Context: an optimization exercise on an open-source flow, tuned for small area, a short achievable clock period and few clock cycles. The choices shown serve that exercise and are no tape-out recipe.
No functional check of the RTL was part of any run shown here.
The clock input has no modelled driver; a real chip could not lean on it and would need a root buffer or a full tree.
Power and IR drop assume default switching activity.

==> design/flow/design.v <==
`timescale 1ns / 1ps
package tmr_pkg;
    localparam int MOTIF_CHARS = 16;
    localparam int BASE_W = 8;
    localparam int LEN_W = 5;
    localparam int RUN_W = 8;
    localparam int SKIP_W = 4;
    localparam int CFG_IDX_W = 2;
    localparam int CFG_DATA_W = 64;
    localparam logic [CFG_IDX_W-1:0] REG_MOTIF_LOW = 2'd0;
    localparam logic [CFG_IDX_W-1:0] REG_MOTIF_HIGH = 2'd1;
    localparam logic [CFG_IDX_W-1:0] REG_MOTIF_LENGTH = 2'd2;
    localparam logic [CFG_IDX_W-1:0] REG_MIN_REPEATS = 2'd3;
    localparam logic [BASE_W-1:0] CHAR_A = 8'h41;
    localparam logic [BASE_W-1:0] CHAR_C = 8'h43;
    localparam logic [BASE_W-1:0] CHAR_G = 8'h47;
    localparam logic [BASE_W-1:0] CHAR_T = 8'h54;
endpackage
`timescale 1ns / 1ps
module tmr_cfg_regs (
    input  logic                                                   aclk,
    input  logic                                                   aresetn,
    input  logic                                                   cfg_valid,
    output logic                                                   cfg_ready,
    input  logic [tmr_pkg::CFG_IDX_W-1:0]                          cfg_index,
    input  logic [tmr_pkg::CFG_DATA_W-1:0]                         cfg_data,
    output logic [tmr_pkg::MOTIF_CHARS-1:0][tmr_pkg::BASE_W-1:0]   motif,
    output logic [1:0]                                             motif_written,
    output logic [tmr_pkg::SKIP_W-1:0]                             len_m1,
    output logic [tmr_pkg::RUN_W-1:0]                              min_rep,
    output logic                                                   min_rep_is1,
    output logic                                                   cfg_ok
);
    logic [tmr_pkg::CFG_DATA_W-1:0] motif_low_reg;
    logic [tmr_pkg::CFG_DATA_W-1:0] motif_high_reg;
    logic [tmr_pkg::SKIP_W-1:0]     len_m1_reg;    
    logic                           len_ok_reg;    
    logic [tmr_pkg::RUN_W-1:0]      min_rep_reg;
    assign cfg_ready = 1'b1;
    logic motif_low_written_reg;
    logic motif_high_written_reg;
    always_ff @(posedge aclk) begin
        if (cfg_valid && (cfg_index == tmr_pkg::REG_MOTIF_LOW)) begin
            motif_low_reg <= cfg_data;
        end
        if (cfg_valid && (cfg_index == tmr_pkg::REG_MOTIF_HIGH)) begin
            motif_high_reg <= cfg_data;
        end
    end
    always_ff @(posedge aclk) begin
        if (!aresetn) begin
            motif_low_written_reg  <= 1'b0;
            motif_high_written_reg <= 1'b0;
        end else if (cfg_valid) begin
            if (cfg_index == tmr_pkg::REG_MOTIF_LOW) begin
                motif_low_written_reg <= 1'b1;
            end
            if (cfg_index == tmr_pkg::REG_MOTIF_HIGH) begin
                motif_high_written_reg <= 1'b1;
            end
        end
    end
    assign motif_written = {motif_high_written_reg, motif_low_written_reg};
    always_ff @(posedge aclk) begin
        if (!aresetn) begin
            len_m1_reg  <= '1;
            len_ok_reg  <= 1'b0;
            min_rep_reg <= tmr_pkg::RUN_W'(1);
        end else if (cfg_valid) begin
            case (cfg_index)
                tmr_pkg::REG_MOTIF_LENGTH: begin
                    len_m1_reg <= cfg_data[tmr_pkg::SKIP_W-1:0] - 1'b1;
                    len_ok_reg <= (cfg_data[tmr_pkg::LEN_W-1:0] != '0) &&
                                  (cfg_data[tmr_pkg::LEN_W-1:0] <= tmr_pkg::LEN_W'(16));
                end
                tmr_pkg::REG_MIN_REPEATS:  min_rep_reg <= cfg_data[tmr_pkg::RUN_W-1:0];
                default: begin
                end
            endcase
        end
    end
    assign motif   = {motif_high_reg, motif_low_reg};
    assign len_m1  = len_m1_reg;
    assign min_rep     = min_rep_reg;
    assign min_rep_is1 = (min_rep_reg == tmr_pkg::RUN_W'(1));
    assign cfg_ok  = len_ok_reg && (min_rep_reg != '0);
endmodule
`timescale 1ns / 1ps
module tmr_scan_ctr (
    input  logic                          aclk,
    input  logic                          step,       
    input  logic                          restart,    
    input  logic [tmr_pkg::SKIP_W-1:0]    len_m1,
    input  logic [tmr_pkg::RUN_W-1:0]     min_rep,
    input  logic                          min_rep_is1,
    input  logic                          match,      
    output logic                          hit
);
    logic [tmr_pkg::SKIP_W-1:0] skip_reg;
    logic [tmr_pkg::RUN_W-1:0]  run_reg;
    logic                       idle;        
    logic [tmr_pkg::RUN_W-1:0]  run_inc;
    assign idle = restart || (skip_reg == '0);
    assign run_inc = run_reg + 1'b1;
    assign hit     = idle && match && (restart ? min_rep_is1 : (run_inc == min_rep));
    always_ff @(posedge aclk) begin
        if (step) begin
            if (!idle) begin
                skip_reg <= skip_reg - 1'b1;
            end else begin
                skip_reg <= match ? len_m1 : '0;
                run_reg  <= match ? (restart ? tmr_pkg::RUN_W'(1) : run_inc) : '0;
            end
        end
    end
endmodule
`timescale 1ns / 1ps
module tmr_window (
    input  logic                                                   aclk,
    input  logic                                                   accept,
    input  logic                                                   restart,
    input  logic [tmr_pkg::BASE_W-1:0]                             base,
    input  logic [tmr_pkg::MOTIF_CHARS-1:0][tmr_pkg::BASE_W-1:0]   motif,
    input  logic [1:0]                                             motif_written,   
    input  logic [tmr_pkg::SKIP_W-1:0]                             len_m1,
    output logic                                                   fwd_match,
    output logic                                                   rev_match
);
    localparam int N = tmr_pkg::MOTIF_CHARS;
    logic [N-1:0] fwd_reg;
    logic [N-1:0] rev_reg;
    logic [N-1:0] fwd_next;
    logic [N-1:0] rev_next;
    logic [N-1:0] eq;
    logic [N-1:0] eqc;
    logic [N-1:0] rev_start;
    logic         is_at;
    logic         is_nuc;
    logic         is_cg;
    logic         is_zero;
    logic [7:0]   base_c;
    assign is_at  = (base == tmr_pkg::CHAR_A) || (base == tmr_pkg::CHAR_T);
    assign is_cg  = (base == tmr_pkg::CHAR_C) || (base == tmr_pkg::CHAR_G);
    assign is_nuc = is_at || is_cg;
    assign is_zero = (base == '0);
    assign base_c = base ^ {3'b000, is_at, 1'b0, is_nuc, 1'b0, is_at};
    always_comb begin
        logic [tmr_pkg::BASE_W-1:0] d;
        logic                       z;
        for (int k = 0; k < N; k++) begin
            d      = base ^ motif[k];
            z      = !(d[7] || d[6] || d[5] || d[3] || d[1]);
            eq[k]  = z && !d[4] && !d[2] && !d[0];
            eqc[k] = z && ((!d[4] && !d[2] && !d[0] && !is_nuc) ||
                           (d[4] && d[2] && d[0] && is_at) ||
                           (!d[4] && d[2] && !d[0] && is_cg));
            if (!motif_written[k / 8]) begin
                eq[k]  = is_zero;
                eqc[k] = is_zero;
            end
            rev_start[k] = (len_m1 <= 4'(k));
        end
        for (int k = 0; k < N; k++) begin
            fwd_next[k] = eq[k] && ((k == 0) || (!restart && fwd_reg[(k == 0) ? 0 : k - 1]));
            rev_next[k] = eqc[k] && (rev_start[k] || (!restart && rev_reg[(k == N - 1) ? k : k + 1]));
        end
    end
    always_ff @(posedge aclk) begin
        if (accept) begin
            fwd_reg <= fwd_next;
            rev_reg <= rev_next;
        end
    end
    assign fwd_match = fwd_reg[len_m1];
    assign rev_match = rev_reg[0];
endmodule
`timescale 1ns / 1ps
module tandem_motif_repeat_detector (
    input  logic                              aclk,
    input  logic                              aresetn,
    input  logic                              s_tvalid,
    output logic                              s_tready,
    input  logic [7:0]                        s_tdata,    
    input  logic [1:0]                        s_tuser,    
    input  logic                              s_tlast,    
    output logic                              m_tvalid,
    input  logic                              m_tready,
    output logic [7:0]                        m_tdata,    
    output logic [0:0]                        m_tuser,    
    input  logic                              cfg_valid,
    output logic                              cfg_ready,
    input  logic [tmr_pkg::CFG_IDX_W-1:0]     cfg_index,
    input  logic [tmr_pkg::CFG_DATA_W-1:0]    cfg_data
);
    logic [tmr_pkg::MOTIF_CHARS-1:0][tmr_pkg::BASE_W-1:0] motif;
    logic [1:0]                 motif_written;
    logic [tmr_pkg::SKIP_W-1:0] len_m1;
    logic [tmr_pkg::RUN_W-1:0]  min_rep;
    logic                       min_rep_is1;
    logic                       cfg_ok;
    logic accept;
    logic ready_reg;
    logic                       in_valid_reg;
    logic [tmr_pkg::BASE_W-1:0] in_base_reg;
    logic                       in_first_reg;
    logic                       in_last_reg;
    logic                       in_region_reg;
    logic                       in_restart;
    logic                       after_last_reg;    
    logic                       fwd_match;
    logic                       rev_match;
    logic scan_valid_reg;
    logic scan_restart_reg;
    logic scan_last_reg;
    logic scan_region_reg;
    logic found_reg;
    logic found_next;
    logic fwd_hit;
    logic rev_hit;
    logic push;
    logic out_valid_reg;
    logic out_found_reg;
    logic out_region_reg;
    logic spare_valid_reg;
    logic spare_found_reg;
    logic spare_region_reg;
    logic pop;
    logic head_valid;
    logic head_found;
    logic head_region;
    logic [2:0] owed;        
    logic       accept_last;
    tmr_cfg_regs u_cfg (
        .aclk      (aclk),
        .aresetn   (aresetn),
        .cfg_valid (cfg_valid),
        .cfg_ready (cfg_ready),
        .cfg_index (cfg_index),
        .cfg_data  (cfg_data),
        .motif     (motif),
        .motif_written (motif_written),
        .len_m1    (len_m1),
        .min_rep     (min_rep),
        .min_rep_is1 (min_rep_is1),
        .cfg_ok    (cfg_ok)
    );
    assign s_tready = ready_reg;
    assign accept   = s_tvalid && ready_reg;
    always_ff @(posedge aclk) begin
        if (!aresetn) begin
            in_valid_reg <= 1'b0;
        end else begin
            in_valid_reg <= accept;
        end
    end
    always_ff @(posedge aclk) begin
        in_base_reg   <= s_tdata;
        in_first_reg  <= s_tuser[1];
        in_last_reg   <= s_tlast;
        in_region_reg <= s_tuser[0];
    end
    assign in_restart = in_first_reg || after_last_reg;
    always_ff @(posedge aclk) begin
        if (!aresetn) begin
            after_last_reg <= 1'b1;
        end else if (in_valid_reg) begin
            after_last_reg <= in_last_reg;
        end
    end
    tmr_window u_window (
        .aclk      (aclk),
        .accept    (in_valid_reg),
        .restart   (in_restart),
        .base      (in_base_reg),
        .motif     (motif),
        .motif_written (motif_written),
        .len_m1    (len_m1),
        .fwd_match (fwd_match),
        .rev_match (rev_match)
    );
    always_ff @(posedge aclk) begin
        if (!aresetn) begin
            scan_valid_reg <= 1'b0;
        end else begin
            scan_valid_reg <= in_valid_reg;
        end
    end
    always_ff @(posedge aclk) begin
        scan_restart_reg <= in_restart;
        scan_last_reg    <= in_last_reg;
        scan_region_reg  <= in_region_reg;
    end
    tmr_scan_ctr u_fwd_scan (
        .aclk    (aclk),
        .step    (scan_valid_reg),
        .restart (scan_restart_reg),
        .len_m1  (len_m1),
        .min_rep     (min_rep),
        .min_rep_is1 (min_rep_is1),
        .match   (fwd_match && cfg_ok),
        .hit     (fwd_hit)
    );
    tmr_scan_ctr u_rev_scan (
        .aclk    (aclk),
        .step    (scan_valid_reg),
        .restart (scan_restart_reg),
        .len_m1  (len_m1),
        .min_rep     (min_rep),
        .min_rep_is1 (min_rep_is1),
        .match   (rev_match && cfg_ok),
        .hit     (rev_hit)
    );
    assign found_next = (found_reg && !scan_restart_reg) || fwd_hit || rev_hit;
    always_ff @(posedge aclk) begin
        if (scan_valid_reg) begin
            found_reg <= found_next;
        end
    end
    assign push = scan_valid_reg && scan_last_reg;
    assign pop         = out_valid_reg && m_tready;
    assign head_valid  = pop ? spare_valid_reg  : out_valid_reg;
    assign head_found  = pop ? spare_found_reg  : out_found_reg;
    assign head_region = pop ? spare_region_reg : out_region_reg;
    always_ff @(posedge aclk) begin
        if (!aresetn) begin
            out_valid_reg   <= 1'b0;
            spare_valid_reg <= 1'b0;
        end else begin
            out_valid_reg   <= head_valid || push;
            spare_valid_reg <= (pop ? 1'b0 : spare_valid_reg) || (push && head_valid);
        end
    end
    always_ff @(posedge aclk) begin
        if (!head_valid) begin
            out_found_reg  <= found_next;
            out_region_reg <= scan_region_reg;
        end else begin
            out_found_reg  <= head_found;
            out_region_reg <= head_region;
        end
        if (push && head_valid) begin
            spare_found_reg  <= found_next;
            spare_region_reg <= scan_region_reg;
        end
    end
    assign owed        = 3'(out_valid_reg) + 3'(spare_valid_reg) + 3'(push) +
                         3'(in_valid_reg && in_last_reg);
    assign accept_last = accept && s_tlast;
    always_ff @(posedge aclk) begin
        if (!aresetn) begin
            ready_reg <= 1'b1;
        end else begin
            ready_reg <= (owed == 3'd0) ||
                         ((owed == 3'd1) && (pop || !accept_last)) ||
                         ((owed == 3'd2) && pop && !accept_last);
        end
    end
    assign m_tvalid   = out_valid_reg;
    assign m_tdata    = {7'd0, out_found_reg};
    assign m_tuser[0] = out_region_reg;
endmodule
==> design/flow/flow/run.sh <==
#!/bin/bash
# Standard layout (the standard.sh) with:
#  - synthesis as standard.sh's, but ABC maps with an area-oriented script;
#  - repair_timing aiming for a setup slack of 7 ns at the 10 ns clock;
#  - buf_1 as the port buffer (repair upsizes it where timing needs);
#  - CTS with clkbuf_8 leaves of at most 16 sinks and no dummy loads;
#  - the clock tree's root buffer removed after CTS, so the clock port
#    drives the tree's first level (2 clock buffers) directly.
set -euo pipefail
export MY_ABC_SCRIPT=$PWD/flow/abc_area.script
KNOBS=(SETUP_SLACK_MARGIN=7.2
  "BUFFER_PORTS_ARGS=-buffer_cell sky130_fd_sc_hd__buf_1"
  "CTS_ARGS=-sink_clustering_enable -repair_clock_nets -dont_use_dummy_load -root_buf sky130_fd_sc_hd__clkbuf_16 -buf_list sky130_fd_sc_hd__clkbuf_8 -sink_clustering_size 16 -sink_clustering_max_diameter 60"
  SYNTH_SCRIPT=$PWD/flow/synth.tcl)
bash standard.sh "${KNOBS[@]}" cts > make_cts.log 2>&1
RESULTS=$PWD/orfs/results/$FLOW_PLATFORM/tandem_motif_repeat_detector/base \
  openroad -no_init -exit flow/drop_clock_root.tcl > drop_clock_root.log 2>&1
bash standard.sh "${KNOBS[@]}" finish > make_finish.log 2>&1
==> design/flow/flow/abc_area.script <==
strash
&get -n
&fraig -x
&put
scorr
dc2
dretime
strash
&get -n
&dch -f
&nf -R 1000
&put
==> design/flow/flow/drop_clock_root.tcl <==
proc drop_clock_root {} {
  set block [ord::get_db_block]
  set clknet [$block findNet aclk]
  set roots {}
  foreach it [$clknet getITerms] { lappend roots [$it getInst] }
  if {[llength $roots] != 1} { puts "drop_clock_root: port drives [llength $roots] pins, nothing done"; return }
  set root [lindex $roots 0]
  if {![string match "*clkbuf*" [[$root getMaster] getName]]} { puts "drop_clock_root: root is not a clock buffer"; return }
  set outnet ""
  foreach it [$root getITerms] { if {[[$it getMTerm] getName] eq "X"} { set outnet [$it getNet] } }
  set loads {}
  foreach it [$outnet getITerms] { if {[$it getInst] ne $root} { lappend loads $it } }
  if {[llength $loads] > 4} { puts "drop_clock_root: root drives [llength $loads] pins, nothing done"; return }
  foreach it $loads { $it disconnect; $it connect $clknet }
  odb::dbInst_destroy $root
  odb::dbNet_destroy $outnet
  puts "drop_clock_root: port now drives [llength $loads] clock buffers"
}

set results $::env(RESULTS)
read_db $results/4_cts.odb
drop_clock_root
write_db $results/4_cts.odb
==> design/flow/flow/synth.tcl <==
# The standard synthesis script (synth_recipe.tcl), except that ABC maps
# the logic with an area-oriented script (abc_area.script beside this file);
# registers are mapped before ABC, so they are the standard synthesis's.
proc synth {args} { yosys synth -nofsm -noshare {*}$args }
proc abc {args} {
  set i [lsearch -exact $args -script]
  if {$i >= 0} { set args [lreplace $args $i [expr {$i+1}] -script $::env(MY_ABC_SCRIPT)] }
  yosys abc {*}$args
}
source $::env(SCRIPTS_DIR)/synth.tcl
# left out here: clear keep_hierarchy, flatten, clean up, hide names made inside functions, write 1_2_yosys.v
==> design/flow/standard.sh <==
#!/bin/bash
# synth_recipe.tcl (not shown) runs the flow's synth.tcl, then flattens the netlist and writes it again
# the make line also repeats each setting of config.mk as NAME=value (left out here)
make -C /OpenROAD-flow-scripts/flow DESIGN_CONFIG=/design/flow/config.mk WORK_HOME=/design/flow/orfs CLKGATE_MAP_FILE= SYNTH_SCRIPT=/design/flow/synth_recipe.tcl "${@:-finish}"
==> design/flow/config.mk <==
export PLATFORM = sky130hd
export DESIGN_NAME = tandem_motif_repeat_detector
export DESIGN_NICKNAME = tandem_motif_repeat_detector
export VERILOG_FILES = /design/flow/design.v
export SDC_FILE = /design/flow/constraint.sdc
export NUM_CORES = 4
export LEC_CHECK = 0
export CAP_MARGIN = 20
export CORE_MARGIN = 2
export CORE_UTILIZATION = 70
export SLEW_MARGIN = 20
==> design/flow/constraint.sdc <==
create_clock -name core_clock -period 10.0 [get_ports {aclk}]
set_input_delay 2.0000 -clock core_clock [delete_from_list [all_inputs] [get_ports {aclk}]]
set_output_delay 2.0000 -clock core_clock [all_outputs]
set_load 0.01 [all_outputs]
==> results.json, run 1 <==
{
  "finalWorstSetupSlack_ns": 7.16,
  "final_common_cell": "edfxtp_1",
  "synth_flop_cell": "edfxtp_1",
  "busiest_layer": "met2",
  "regToRegSetupSlack_ns": 7.16,
  "maxSlewHeadroom": 0.510,
  "grt_overflow": 0,
  "finish.utilization": 0.815,
  "synthCells": 804,
  "startpoint_type": "flip-flop",
  "tightest_slew_ns": 0.717,
  "rsz0062_at_grt": "true",
  "ctsHoldBuffers": 0,
  "finalCritPeriodShare": 0.284,
  "rows": 43,
  "finalHoldViolations": 0,
  "path_buf_inv": 1,
  "dieArea_sq_um": 15300,
  "synth_warnings": 4,
  "gr-usage-met1": 0.417,
  "die_w_microns": 124,
  "clk_latency_ns": 0.33,
  "io_pins": 94,
  "drt_wl_total_mm": 24.3,
  "yosysUniqueCellTypes": 54,
  "grt_pass1_wl_mm": 36.6,
  "synth_mux_area_frac": 0.00337,
  "cp_slowest_cell": "edfxtp_1",
  "layout_common_cells": "189 x edfxtp_1, 75 x buf_1, 63 x nor2_1",
  "p_comb_frac": 0.097,
  "first_pass_iters": 8,
  "synth_area_leaders": "edfxtp_1 57%, dfxtp_1 7.0%, xor2_1 4.5%",
  "synth-edff-count": 189,
  "synthSimpleGateAreaFrac": 0.108,
  "netlist_area_sq_um": 10000,
  "hp-class": "reg2reg",
  "maxSlewViolCount": 0,
  "viasPerCell": 6.66,
  "p_leak_nw": 3.74,
  "die_h_microns": 124,
  "yosys.area_share.adder": 0.0107,
  "rr_worst_depth": 11,
  "pwr-share-seq": 0.643,
  "numPortBuffers": 85,
  "power.switching_mw": 0.393,
  "grt_use_met2": 0.533,
  "setup_viol": 0,
  "path_clk_slew_ns": 0.10,
  "yosys.area.top_type": "edfxtp_1",
  "vias": 7410,
  "cp_top_family": "flip-flops",
  "synth_top_family_by_area": "compound AO/OA/AOI/OAI gates",
  "status": "timing/DRC/antenna clean",
  "antenna_cells": 0,
  "reg2reg_from": "u_cfg.len_m1_reg[3]",
  "grt_pass1_vias": 7130,
  "routedWlPerCell_microns": 21.8,
  "synth_compound_area_frac": 0.136,
  "fin_crit_ns": 2.84,
  "yosysTopAreaCellShare": 0.566,
  "drc": 0,
  "p_per_area_nw_per_um2": 148,
  "switching_share": 0.234,
  "grt_use_total": 0.316,
  "cp.arrival_ns": 0.84,
  "startpoint": "out_found_reg",
  "ys_ff_latch": 224,
  "yosys.area_share.xor_xnor": 0.0865,
  "max_freq_mhz": 352,
  "hold_slack_ns": 0.352,
  "gp_congestion": 0.892,
  "critical-path-max-stage-delay_ns": 0.38,
  "start_util": 0.719,
  "met3_usage": 0.0394,
  "grt_max_degree": 36,
  "area_delta_synth_final_pct": 13.3,
  "p_int_mw": 1.29,
  "r2r-end": "out_found_reg",
  "fin_tns_setup_ns": 0,
  "power_mw": 1.68,
  "cp.required_ns": 8.00,
  "worst-path-stages": 1,
  "cts_sinks": 224,
  "pre_cts_ws_ns": 6.25,
  "drive_above_1_share": 0.0966,
  "crit_chain": "clkbuf_2",
  "avgSynthCellArea_sq_um": 12.5,
  "asyncSetResetFlopFracSynth": 0,
  "core_area_sq_um": 13900,
  "hpwl_mm": 15.2,
  "postRouteAntennaNets": 0,
  "finalClockSkew_ns": 0.0333,
  "ir_worst_vdd_v": 0.000185,
  "worstPathMaxFanout": 1,
  "p_clk_frac": 0.260,
  "crit_end": "m_tdata[0]",
  "layout.nets": 1024,
  "worst-setup-path-type": "reg2out",
  "ys_seq_area_frac": 0.636,
  "max-cap-violations": 0,
  "drt_iter0_markers": 1007,
  "crit_path_end_kind": "output port",
  "antenna_found_initial": 0
}
Yosys cell counts (3+ instances only):
cell       number
a2111oi_0       9
a211oi_1        9
a21oi_1        56
a221oi_1        7
a222oi_1        8
a22oi_1         3
a31oi_1         8
and2_0          4
and3_1          8
buf_4           9
clkinv_1       31
dfxtp_1        35
edfxtp_1      189
ha_1            7
mux2_1          3
nand2_1        58
nand2b_1       10
nand3_1        17
nand3b_1        3
nand4_1         5
nor2_1         65
nor2b_1         9
nor3_1         15
nor3b_1         5
nor4_1          9
nor4b_1         3
o2111ai_1      11
o211a_1         7
o211ai_1       10
o21ai_0        42
o221ai_1        6
o22ai_1        11
o2bb2ai_1       4
or2_0           3
or3_1           3
xnor2_1        47
xor2_1         52
metal layers:
metal,wire (microns),vias up
li1,-,3311
met1,8850,3502
met2,11900,512
met3,2360,85
met4,1110,0
met5,0,-
logic make-up after synthesis:
logic type,count (synthesis)
xor+xnor,99
simple gates,223
buf+inv,40
mux,3
flops,224
fa+ha+maj,8
other cells,2
compound gates,205
cell type report:
class	count	area, sq um
clock buffer	17	256
fill	837	2580
inverter	31	124
multi-input combinational	546	3640
sequential	224	6390
tap	180	225
timing repair buffer	114	716
through the flow:
step           instance area (sq um)  std cells
2_1_floorplan                  10100        810
3_3_place_gp                   10700       1077
3_5_place_dp                   10700       1077
4_1_cts                        11100       1103
5_1_grt                        11400       1112
6_report                       11400       1112
worst min-delay path by stage:
stage / start / end / slack (ns) / depth (start not counted)
finish: in_last_reg / scan_last_reg / 0.35 / 0
detailed placement: in_last_reg / scan_last_reg / 0.33 / 0
global route: in_region_reg / scan_region_reg / 0.37 / 0
floorplan: in_region_reg / scan_region_reg / 0.31 / 0
CTS: in_last_reg / scan_last_reg / 0.35 / 0
global placement: in_region_reg / scan_region_reg / 0.31 / 0
power by group through the flow:
stage,registers (mW),logic [mW],clock network [mW]
floorplan,1.10,0.0851,0
detailed placement,1.10,0.142,0
global placement,1.10,0.134,0
CTS,1.08,0.150,0.469
finish,1.08,0.162,0.437
global route,1.08,0.176,0.475
timing repair:
| item | 4_1_cts | 5_1_grt |
|---|---|---|
| setup endpoints to repair | 162 | 157 |
| buffers inserted | 6 | 6 |
| gates cloned | 2 | 4 |
| pin swaps | 2 | 5 |
| resized for setup | 31 | 37 |
==> inputs of run 2 (changes only) <==
--- a/design/flow/flow/run.sh
+++ b/design/flow/flow/run.sh
@@ -9,5 +9,5 @@
 set -euo pipefail
 export MY_ABC_SCRIPT=$PWD/flow/abc_area.script
-KNOBS=(SETUP_SLACK_MARGIN=7.2
+KNOBS=(SETUP_SLACK_MARGIN=6.9
   "BUFFER_PORTS_ARGS=-buffer_cell sky130_fd_sc_hd__buf_1"
   "CTS_ARGS=-sink_clustering_enable -repair_clock_nets -dont_use_dummy_load -root_buf sky130_fd_sc_hd__clkbuf_16 -buf_list sky130_fd_sc_hd__clkbuf_8 -sink_clustering_size 16 -sink_clustering_max_diameter 60"
==> run 2 against run 1 <==
Net effect:
- still clean
- sequential cell count is the same
- critical path depth is 2 higher
- sequential power is essentially flat
- total power down 0.88%
- wire length down 9.7%
- highest routed layer unchanged
==> results.json, run 2 <==
{
  "rows": 43,
  "clk_latency_ns": 0.34,
  "drt_iter0_markers": 683,
  "hpwl_mm": 14.7,
  "fin_area_sq_um": 10900,
  "ys_seq_area_frac": 0.636,
  "synth_area_leaders": "edfxtp_1 57%, dfxtp_1 7.0%, xor2_1 4.5%",
  "vias": 7101,
  "hp-class": "reg2reg",
  "path_clk_slew_ns": 0.10,
  "worstPathMaxFanout": 65,
  "finalCritPeriodShare": 0.306,
  "area_delta_synth_final_pct": 9.09,
  "wl_met1_mm": 8.68,
  "layout_common_cells": "189 x edfxtp_1, 85 x buf_1, 64 x nor2_1",
  "startpoint_type": "input port",
  "netlist_area_sq_um": 10000,
  "avgSynthCellArea_sq_um": 12.5,
  "netlist_top_cells_count": "189 x edfxtp_1, 65 x nor2_1, 58 x nand2_1, 56 x a21oi_1, 52 x xor2_1",
  "cp.arrival_ns": 3.00,
  "postRouteAntennaNets": 0,
  "dr_wl_met2_mm": 10.5,
  "routedWlPerCell_microns": 20.0,
  "p_leak_nw": 3.55,
  "maxSlewViolCount": 0,
  "placed_cell_area_sq_um": 10600,
  "yosysTopAreaCellShare": 0.566,
  "cts_sinks": 224,
  "start_util": 0.719,
  "post-cts-setup-buffer-count": 0,
  "final_common_cell": "edfxtp_1",
  "die_h_microns": 124,
  "synthCells": 804,
  "grt_overflow": 0,
  "gp_congestion": 0.920,
  "p_per_area_nw_per_um2": 152,
  "die_w_microns": 124,
  "finish.utilization": 0.785,
  "met3WireLength_mm": 2.04,
  "ir_worst_vdd_v": 0.000174,
  "numPortBuffers": 85,
  "drc": 0,
  "maxSlewHeadroom": 0.312,
  "asyncSetResetFlopFracSynth": 0,
  "core_area_sq_um": 13900,
  "fin_crit_ns": 3.06,
  "dieArea_sq_um": 15300,
  "max-cap-violations": 0,
  "grt_pass1_wl_mm": 33.9,
  "setup_viol": 0,
  "layout.nets": 1005,
  "worst-setup-path-type": "in2reg",
  "antenna_found_initial": 0,
  "pre_cts_ws_ns": 6.32,
  "synth_flop_cell": "edfxtp_1",
  "yosysUniqueCellTypes": 54,
  "finalWorstSetupSlack_ns": 6.94,
  "antenna_cells": 0,
  "synth_warnings": 4,
  "finalClockSkew_ns": 0.0638,
  "power_mw": 1.67,
  "grt_pass1_vias": 6713,
  "tightest_slew_ns": 1.03,
  "max_freq_mhz": 327,
  "status": "timing/DRC/antenna clean",
  "drt_wl_total_mm": 21.9,
  "drive_above_1_share": 0.0416,
  "first_pass_iters": 7,
  "fin_tns_setup_ns": 0,
  "grt_max_degree": 66,
  "finalHoldViolations": 0,
  "yosys.area.top_type": "edfxtp_1",
  "rsz0062_at_grt": "true",
  "synth_most_common_cell": "edfxtp_1",
  "ys_ff_latch": 224,
  "viasPerCell": 6.50,
  "io_pins": 94,
  "grt_use_total": 0.291,
  "synth-edff-count": 189,
  "cp.required_ns": 9.94,
  "crit_path_end_kind": "flip-flop",
  "top_layer": "met4"
}
-- run 2: per-layer routing --
layer  vias to the layer above  global-route usage
li1                       3272                   -
met3                        54              0.0485
met1                      3368               0.391
met4                         0               0.104
met5                         -                   0
met2                       407               0.485
-- run 2: critical path, stage by stage --
cell and delay (ns):
buf_1 0.30, nor3b_4 0.28, clkbuf_16 0.35
-- run 2: per-stage QoR --
stage	hold WS, ns	std cells
2_1_floorplan	0.310	810
3_3_place_gp	0.314	1076
5_1_grt	0.369	1093
6_report	0.359	1093
3_5_place_dp	0.323	1076
4_1_cts	0.360	1094
-- run 2: logic make-up after synthesis --
family | after synthesis | share of synthesized area
buffers and inverters | 40 | 0.0183
AND/OR/NAND/NOR | 223 | 0.108
multiplexers | 3 | 0.00337
XOR/XNOR | 99 | 0.0865
AO/OA/AOI/OAI | 205 | 0.136
adder cells (fa/ha/maj) | 8 | 0.0107
other | 2 | 0.000749
flip-flops | 224 | 0.636
-- run 2: final cells by class --
type | instances | area, sq um
Multi-Input combinational cell | 546 | 3530
Timing Repair Buffer | 95 | 424
Sequential cell | 224 | 6380
Tap cell | 180 | 225
Inverter | 31 | 119
Clock buffer | 17 | 256
Fill cell | 878 | 3000
-- run 2: final timing paths --
check | start | end | slack [ns] | depth (start not counted)
setup / recovery | cfg_valid | u_cfg.motif_low_reg[54] | 6.94 | 3
hold / removal | in_last_reg | scan_last_reg | 0.36 | 0
setup reg to reg | in_base_reg[7] | u_window.rev_reg[10] | 7.00 | 9
hold reg to reg | in_last_reg | scan_last_reg | 0.36 | 0
-- run 2: where the power goes --
| group | leakage (nW) | switching [mW] | internal (mW) | total, mW |
|---|---|---|---|---|
| combinational | 1.36 | 0.0870 | 0.0530 | 0.140 |
| sequential | 2.05 | 0.0294 | 1.05 | 1.08 |
| clock | 0.132 | 0.270 | 0.172 | 0.443 |
-- run 2: what timing repair did --
item | 4_1_cts | 5_1_grt
cloned | 0 | 0
setup endpoints to repair | 135 | 144
hold buffers | 0 | 0
gates resized for setup | 6 | 11
==> inputs of run 3 (changes only) <==
--- a/design/flow/design.v
+++ b/design/flow/design.v
@@ -26,5 +26,4 @@
     input  logic [tmr_pkg::CFG_DATA_W-1:0]                         cfg_data,
     output logic [tmr_pkg::MOTIF_CHARS-1:0][tmr_pkg::BASE_W-1:0]   motif,
-    output logic [1:0]                                             motif_written,
     output logic [tmr_pkg::SKIP_W-1:0]                             len_m1,
     output logic [tmr_pkg::RUN_W-1:0]                              min_rep,
@@ -38,30 +37,20 @@
     logic [tmr_pkg::RUN_W-1:0]      min_rep_reg;
     assign cfg_ready = 1'b1;
-    logic motif_low_written_reg;
-    logic motif_high_written_reg;
+    logic [tmr_pkg::CFG_DATA_W-1:0] wdata;
+    logic                           we_low;
+    logic                           we_high;
+    assign wdata   = aresetn ? cfg_data : '0;
+    assign we_low  = !aresetn || (cfg_valid && (cfg_index == tmr_pkg::REG_MOTIF_LOW));
+    assign we_high = !aresetn || (cfg_valid && (cfg_index == tmr_pkg::REG_MOTIF_HIGH));
     always_ff @(posedge aclk) begin
-        if (cfg_valid && (cfg_index == tmr_pkg::REG_MOTIF_LOW)) begin
-            motif_low_reg <= cfg_data;
+        if (we_low) begin
+            motif_low_reg <= wdata;
         end
-        if (cfg_valid && (cfg_index == tmr_pkg::REG_MOTIF_HIGH)) begin
-            motif_high_reg <= cfg_data;
+        if (we_high) begin
+            motif_high_reg <= wdata;
         end
     end
     always_ff @(posedge aclk) begin
         if (!aresetn) begin
-            motif_low_written_reg  <= 1'b0;
-            motif_high_written_reg <= 1'b0;
-        end else if (cfg_valid) begin
-            if (cfg_index == tmr_pkg::REG_MOTIF_LOW) begin
-                motif_low_written_reg <= 1'b1;
-            end
-            if (cfg_index == tmr_pkg::REG_MOTIF_HIGH) begin
-                motif_high_written_reg <= 1'b1;
-            end
-        end
-    end
-    assign motif_written = {motif_high_written_reg, motif_low_written_reg};
-    always_ff @(posedge aclk) begin
-        if (!aresetn) begin
             len_m1_reg  <= '1;
             len_ok_reg  <= 1'b0;
@@ -122,5 +111,4 @@
     input  logic [tmr_pkg::BASE_W-1:0]                             base,
     input  logic [tmr_pkg::MOTIF_CHARS-1:0][tmr_pkg::BASE_W-1:0]   motif,
-    input  logic [1:0]                                             motif_written,   
     input  logic [tmr_pkg::SKIP_W-1:0]                             len_m1,
     output logic                                                   fwd_match,
@@ -138,10 +126,8 @@
     logic         is_nuc;
     logic         is_cg;
-    logic         is_zero;
     logic [7:0]   base_c;
     assign is_at  = (base == tmr_pkg::CHAR_A) || (base == tmr_pkg::CHAR_T);
     assign is_cg  = (base == tmr_pkg::CHAR_C) || (base == tmr_pkg::CHAR_G);
     assign is_nuc = is_at || is_cg;
-    assign is_zero = (base == '0);
     assign base_c = base ^ {3'b000, is_at, 1'b0, is_nuc, 1'b0, is_at};
     always_comb begin
@@ -155,8 +141,4 @@
                            (d[4] && d[2] && d[0] && is_at) ||
                            (!d[4] && d[2] && !d[0] && is_cg));
-            if (!motif_written[k / 8]) begin
-                eq[k]  = is_zero;
-                eqc[k] = is_zero;
-            end
             rev_start[k] = (len_m1 <= 4'(k));
         end
@@ -194,5 +176,4 @@
 );
     logic [tmr_pkg::MOTIF_CHARS-1:0][tmr_pkg::BASE_W-1:0] motif;
-    logic [1:0]                 motif_written;
     logic [tmr_pkg::SKIP_W-1:0] len_m1;
     logic [tmr_pkg::RUN_W-1:0]  min_rep;
@@ -239,5 +220,4 @@
         .cfg_data  (cfg_data),
         .motif     (motif),
-        .motif_written (motif_written),
         .len_m1    (len_m1),
         .min_rep     (min_rep),
@@ -274,5 +254,4 @@
         .base      (in_base_reg),
         .motif     (motif),
-        .motif_written (motif_written),
         .len_m1    (len_m1),
         .fwd_match (fwd_match),
--- a/design/flow/flow/run.sh
+++ b/design/flow/flow/run.sh
@@ -9,5 +9,5 @@
 set -euo pipefail
 export MY_ABC_SCRIPT=$PWD/flow/abc_area.script
-KNOBS=(SETUP_SLACK_MARGIN=6.9
+KNOBS=(SETUP_SLACK_MARGIN=7.0
   "BUFFER_PORTS_ARGS=-buffer_cell sky130_fd_sc_hd__buf_1"
   "CTS_ARGS=-sink_clustering_enable -repair_clock_nets -dont_use_dummy_load -root_buf sky130_fd_sc_hd__clkbuf_16 -buf_list sky130_fd_sc_hd__clkbuf_8 -sink_clustering_size 16 -sink_clustering_max_diameter 60"
==> run 3 against run 2 <==
Net effect:
- maximum frequency grew 1.9%
- first-iteration DRC count decreased by 8.1%
- total power rose by 5.4%
- sequential power about the same
- synthesized area rose by 2.2%
- cell count increased by 4.9%
- setup slack better by 0.056 ns
- register-to-register slack gained 0.14 ns
- still clean on timing, DRC and antenna
- die area grew 2.2%
- combinational power is 52% higher
- critical path type unchanged
- clock power shrank 3%
==> results.json, run 3 <==
{
  "status": "timing/DRC/antenna clean",
  "viasPerCell": 6.09,
  "finish.utilization": 0.782,
  "first_pass_iters": 5,
  "cp.arrival_ns": 2.97,
  "regToRegSetupSlack_ns": 7.14,
  "synthCells": 844,
  "vias": 6983,
  "start_util": 0.710,
  "max-cap-violations": 0,
  "io_pins": 94,
  "p_clk_frac": 0.246,
  "drive_above_1_share": 0.0571,
  "startpoint_type": "input port",
  "dieArea_sq_um": 15600,
  "yosysUniqueCellTypes": 47,
  "setup_viol": 0,
  "pwr-share-seq": 0.633,
  "synth-edff-count": 189,
  "postRouteAntennaNets": 0,
  "antenna_cells": 0,
  "switching_share": 0.242,
  "worstPathMaxFanout": 32,
  "grt_max_degree": 86,
  "yosysTopAreaCellShare": 0.554,
  "grt_overflow": 0,
  "layout.nets": 1055,
  "ys_ff_latch": 222,
  "r2r-end": "out_found_reg",
  "rr_worst_depth": 11,
  "avgSynthCellArea_sq_um": 12.1,
  "drt_wl_total_mm": 22.1,
  "finalClockSkew_ns": 0.0515,
  "drt_iter0_markers": 628,
  "antenna_found_initial": 0,
  "fin_tns_setup_ns": 0,
  "crit_end": "u_cfg.motif_high_reg[31]",
  "reg2reg_from": "u_cfg.len_m1_reg[3]",
  "yosys.area.top_type": "edfxtp_1",
  "rows": 44,
  "die_w_microns": 125,
  "ys_seq_area_frac": 0.618,
  "netlist_top_cells_count": "189 x edfxtp_1, 96 x xor2_1, 69 x and2_0, 62 x nor2_1, 49 x o21ai_0",
  "grt_use_total": 0.276,
  "hpwl_mm": 14.4,
  "maxSlewViolCount": 0,
  "fin_crit_ns": 3.00,
  "power.switching_mw": 0.425,
  "synth_warnings": 4,
  "power_mw": 1.75,
  "area_delta_synth_final_pct": 10.1,
  "synth_area_leaders": "edfxtp_1 55%, xor2_1 8.2%, dfxtp_1 6.4%",
  "worst-setup-path-type": "in2reg",
  "rsz0062_at_grt": "true",
  "netlist_area_sq_um": 10200,
  "cts_sinks": 222,
  "p_comb_frac": 0.121,
  "synth_most_common_cell": "edfxtp_1",
  "die_h_microns": 125,
  "tightest_slew_ns": 0.681,
  "hp-class": "reg2reg",
  "p_int_mw": 1.33,
  "p_per_area_nw_per_um2": 156,
  "synth_flop_cell": "edfxtp_1",
  "crit_path_end_kind": "flip-flop",
  "clk_latency_ns": 0.33,
  "path_clk_slew_ns": 0.09,
  "grt_pass1_vias": 7059,
  "numPortBuffers": 85,
  "asyncSetResetFlopFracSynth": 0,
  "finalHoldViolations": 0,
  "layout_common_cells": "189 x edfxtp_1, 96 x xor2_1, 81 x buf_1",
  "maxSlewHeadroom": 0.545,
  "startpoint": "cfg_index[0]",
  "gp_congestion": 0.888,
  "final_common_cell": "edfxtp_1",
  "routedWlPerCell_microns": 19.3,
  "finalCritPeriodShare": 0.300,
  "ctsHoldBuffers": 0,
  "drc": 0,
  "cp.required_ns": 9.97,
  "ir_worst_vdd_v": 0.000136,
  "max_freq_mhz": 333,
  "p_leak_nw": 3.80,
  "core_area_sq_um": 14400,
  "grt_pass1_wl_mm": 34.9
}
-- run 3: metrics by stage --
step	worst slack, ns	cells	area, sq um	hold WS, ns
after CTS	7.01	1141	11200	0.353
after global placement	6.32	1123	10900	0.319
after floorplan	6.35	850	10300	0.310
after detailed placement	6.28	1123	10900	0.326
final	7.00	1147	11300	0.350
after global routing	6.95	1147	11300	0.367
-- run 3: timing repair --
action | in CTS | in global routing
buffers inserted | 0 | 5
endpoints found under the hold margin | 0 | 0
cloned | 0 | 2
pin swaps | 0 | 2
gates resized for setup | 12 | 15
endpoints found under the setup margin | 143 | 141
-- run 3: routing by layer --
| metal | vias to the layer above | global-route usage | wire [microns] |
|---|---|---|---|
| li1 | 3275 | - | - |
| met1 | 3369 | 0.377 | 9170 |
| met2 | 301 | 0.476 | 10900 |
| met3 | 38 | 0.0377 | 1610 |
| met4 | 0 | 0.0712 | 451 |
| met5 | - | 0 | 0 |
-- run 3: worst min path at each step --
stage / start / end / slack (ns) / cells after the start
6_report: in_region_reg / scan_region_reg / 0.35 / 0
5_1_grt: in_region_reg / scan_region_reg / 0.37 / 0
4_1_cts: in_region_reg / scan_region_reg / 0.35 / 0
3_5_place_dp: in_region_reg / scan_region_reg / 0.33 / 0
3_3_place_gp: in_region_reg / scan_region_reg / 0.32 / 0
2_1_floorplan: in_region_reg / scan_region_reg / 0.31 / 0
-- run 3: layout make-up --
class | instances | area (sq um)
sequential | 222 | 6340
multi-input combinational | 588 | 3810
fill | 916 | 3140
timing repair buffer | 105 | 528
clock buffer | 17 | 256
tap | 184 | 230
inverter | 31 | 116
-- run 3: power by group through the flow --
stage | Combinational (mW) | Sequential, mW | Clock [mW]
after floorplan | 0.133 | 1.13 | 0
after global placement | 0.193 | 1.13 | 0
after detailed placement | 0.203 | 1.13 | 0
after CTS | 0.207 | 1.11 | 0.465
after global routing | 0.235 | 1.12 | 0.469
final | 0.213 | 1.11 | 0.431
-- run 3: cells by family after synthesis --
logic type,synth area share
muxes,0.00220
AOI/OAI and AO/OA,0.0856
xor gates and xnor gates,0.121
other,0.000733
DFF,0.618
buffers and inverters,0.0179
adders and majority gates,0.0105
and+or+nand+nor,0.143
-- run 3: worst max-delay path, cell delays in order --
cell,delay (ns)
buf_1,0.22
clkinv_1,0.19
o21ai_4,0.25
clkbuf_16,0.28
==> inputs of run 4 (changes only) <==
==> design/flow/flow/run.sh (replaced) <==
#!/bin/bash
set -euo pipefail
bash standard.sh SETUP_SLACK_MARGIN=7.0 "BUFFER_PORTS_ARGS=-buffer_cell sky130_fd_sc_hd__buf_1" \
  "CTS_ARGS=-sink_clustering_enable -repair_clock_nets -dont_use_dummy_load -root_buf sky130_fd_sc_hd__clkbuf_16 -buf_list sky130_fd_sc_hd__clkbuf_8 -sink_clustering_size 16 -sink_clustering_max_diameter 60" \
  finish > make_finish.log 2>&1
removed: design/flow/flow/abc_area.script
removed: design/flow/flow/drop_clock_root.tcl
removed: design/flow/flow/synth.tcl
==> run 4 against run 3 <==
Net effect:
- still clean
- clock power up 8.1%
- cell count up 1.7%
- cell area up 1.8%
- die area up 4.4%
- via count up 0.10%
- utilization down 2.1 points
- highest routed layer unchanged
==> results.json, run 4 <==
{
  "status": "timing/DRC/antenna clean",
  "finish.utilization": 0.761,
  "fin_area_sq_um": 11500,
  "hp-class": "reg2reg",
  "routedWlPerCell_microns": 18.8,
  "antenna_found_initial": 0,
  "hpwl_mm": 15.2,
  "max_freq_mhz": 336,
  "worst-setup-path-type": "reg2out",
  "netlist_top_cells_count": "189 x edfxtp_1, 79 x xnor2_1, 77 x xor2_1, 72 x and2_1, 62 x nand2_1",
  "grt_pass1_wl_mm": 34.8,
  "max-cap-violations": 0,
  "viasPerCell": 5.99,
  "cp_top_family": "flip-flops",
  "path_clk_slew_ns": 0.10,
  "clk_latency_ns": 0.48,
  "cp.required_ns": 8.00,
  "dieArea_sq_um": 16300,
  "yosys.area.top_type": "edfxtp_1",
  "path_buf_inv": 1,
  "synthSimpleGateAreaFrac": 0.156,
  "numPortBuffers": 85,
  "startpoint_type": "flip-flop",
  "netlist_area_sq_um": 10700,
  "rows": 45,
  "cts_buffer_depth": 3,
  "yosys.area_share.xor_xnor": 0.132,
  "cts_tree": "yes",
  "finalCritPeriodShare": 0.298,
  "rsz0062_at_grt": "true",
  "setup_viol": 0,
  "hold_depth": 0,
  "drt_iter0_markers": 544,
  "synth_mux_area_frac": 0.0114,
  "synthCells": 908,
  "postRouteAntennaNets": 0,
  "avgSynthCellArea_sq_um": 11.8,
  "synth_compound_area_frac": 0.0669,
  "yosys.area_share.adder": 0.0100,
  "asyncSetResetFlopFracSynth": 0,
  "worst-path-stages": 1,
  "critical-path-max-stage-delay_ns": 0.37,
  "finalWorstSetupSlack_ns": 7.02,
  "grt_use_total": 0.273,
  "cp_slowest_cell": "edfxtp_1",
  "cp.arrival_ns": 0.98,
  "fin_crit_ns": 2.98,
  "p_leak_nw": 3.99,
  "drt_wl_total_mm": 21.9,
  "finalHoldViolations": 0,
  "pre_cts_ws_ns": 6.32,
  "rr_worst_depth": 7,
  "synth_most_common_cell": "edfxtp_1",
  "area_delta_synth_final_pct": 7.12,
  "worstPathMaxFanout": 1,
  "die_w_microns": 128,
  "start_util": 0.710,
  "placed_cell_area_sq_um": 11100,
  "ctsHoldBuffers": 0,
  "maxSlewViolCount": 0,
  "numCtsBuffers": 18,
  "drive_above_1_share": 0.0633,
  "yosysTopAreaCellShare": 0.530,
  "ys_seq_area_frac": 0.591,
  "layout.nets": 1071,
  "core_area_sq_um": 15100,
  "grt_pass1_vias": 7004,
  "synth_warnings": 4,
  "fin_tns_setup_ns": 0,
  "synth_area_leaders": "edfxtp_1 53%, xnor2_1 6.5%, xor2_1 6.3%",
  "p_per_area_nw_per_um2": 155,
  "finalClockSkew_ns": 0.0522,
  "final_common_cell": "edfxtp_1",
  "synth_top_family_by_area": "simple AND/OR/NAND/NOR gates",
  "ys_ff_latch": 222,
  "grt_max_degree": 86,
  "clockRootBuffer": "clkbuf_16",
  "maxSlewHeadroom": 0.342,
  "crit_path_end_kind": "output port",
  "io_pins": 94,
  "die_h_microns": 128,
  "vias": 6990,
  "ir_worst_vdd_v": 0.000166,
  "yosysUniqueCellTypes": 62,
  "synth-edff-count": 189,
  "drc": 0,
  "first_pass_iters": 5,
  "grt_overflow": 0,
  "crit_chain": "clkbuf_2",
  "layout_common_cells": "189 x edfxtp_1, 80 x buf_1, 79 x xnor2_1",
  "cts_sinks": 222,
  "antenna_cells": 0,
  "synth_flop_cell": "edfxtp_1",
  "htreeDepth": 1,
  "tightest_slew_ns": 0.974,
  "gp_congestion": 0.846
}
[run 4: cell count changes after synthesis, sizes merged, moves of 20 or more]
cell / before / now
xnor2: 46 / 79
clkinv: 31 / 1
o21ai: 49 / 21
clkbuf: 0 / 23
buf: 9 / 29
nand2: 42 / 62
[run 4: where the power goes]
group / switching (mW) / internal [mW]
sequential: 0.0394 / 1.07
clock: 0.276 / 0.190
combinational: 0.118 / 0.0864
total: 0.434 / 1.35
[run 4: final timing paths]
path                     startpoint               to  slack [ns]
min reg2reg           in_region_reg  scan_region_reg        0.33
min                   in_region_reg  scan_region_reg        0.33
max                   out_found_reg       m_tdata[0]        7.02
max reg2reg  u_rev_scan.skip_reg[0]    out_found_reg        7.16
[run 4: per-stage QoR]
step / power, mW / std cells / hold slack (ns)
global route: 1.85 / 1167 / 0.351
CTS: 1.79 / 1166 / 0.334
detailed placement: 1.34 / 1147 / 0.312
global placement: 1.33 / 1147 / 0.312
finish: 1.78 / 1167 / 0.334
floorplan: 1.28 / 914 / 0.310
[run 4: logic make-up after synthesis]
kind of cell    Yosys count
compound gates          113
fa+ha+maj                 8
mux                       9
other cells               2
xor+xnor                158
flops                   222
simple gates            325
buf+inv                  71
[run 4: routing by layer]
| metal | vias to the layer above | GRT usage | wire length [microns] |
|---|---|---|---|
| met5 | - | 0 | 0 |
| met3 | 38 | 0.0547 | 1390 |
| met1 | 3363 | 0.378 | 9570 |
| met4 | 0 | 0.0808 | 387 |
| met2 | 254 | 0.443 | 10500 |
| li1 | 3335 | - | - |
[run 4: timing repair]
| item | in CTS | in global routing |
|---|---|---|
| buffers inserted | 1 | 1 |
| hold endpoints to repair | 0 | 0 |
| pin swaps | 1 | 0 |
| resized for setup | 8 | 7 |
| setup endpoints to repair | 143 | 20 |
[run 4: final cells by class]
| cell class | count | area, sq um |
|---|---|---|
| sequential | 222 | 6340 |
| multi-input combinational | 621 | 4100 |
| fill | 1002 | 3610 |
| timing repair buffer | 99 | 449 |
| clock buffer | 18 | 282 |
| tap | 188 | 235 |
| inverter | 19 | 71.3 |

## re-timing with driven ports
In the flow no input, the clock included, has a driving cell. The finished layouts below were timed again as built, in two steps.
Step 1 sets driving cells, clkbuf_16 on the clock port and buf_2 on the other inputs (assumed; they add their load-dependent delay and slew).
Step 2 moves the port delays by t, midway between the first and last clock arrival at a register: inputs arrive t later, outputs are due t later. That takes back most of the time a late clock gives input paths.
Three values: ideal, step 1, step 2; two values: the first two.
run | shift t [ns] | setup WS [ns] | worst setup path after step 2 | slew at the worst register clock pin (ns) | worst slew at a driven data input, ns
run 1 | 0.376 | 7.158 / 7.100 / 6.849 | input to register | 0.10 / 0.10 | 0.04
run 2 | 0.367 | 6.945 / 6.955 / 6.588 | input to register | 0.11 / 0.11 | 0.05
run 3 | 0.370 | 7.001 / 7.039 / 6.669 | input to register | 0.10 / 0.10 | 0.04
run 4 | 0.499 | 7.020 / 6.975 / 6.644 | input to register | 0.11 / 0.11 | 0.04
After both steps every run listed still meets setup and hold. The setup slack of run 4, which loses most, moves by -0.045 ns with the drivers and by -0.376 ns with both steps.
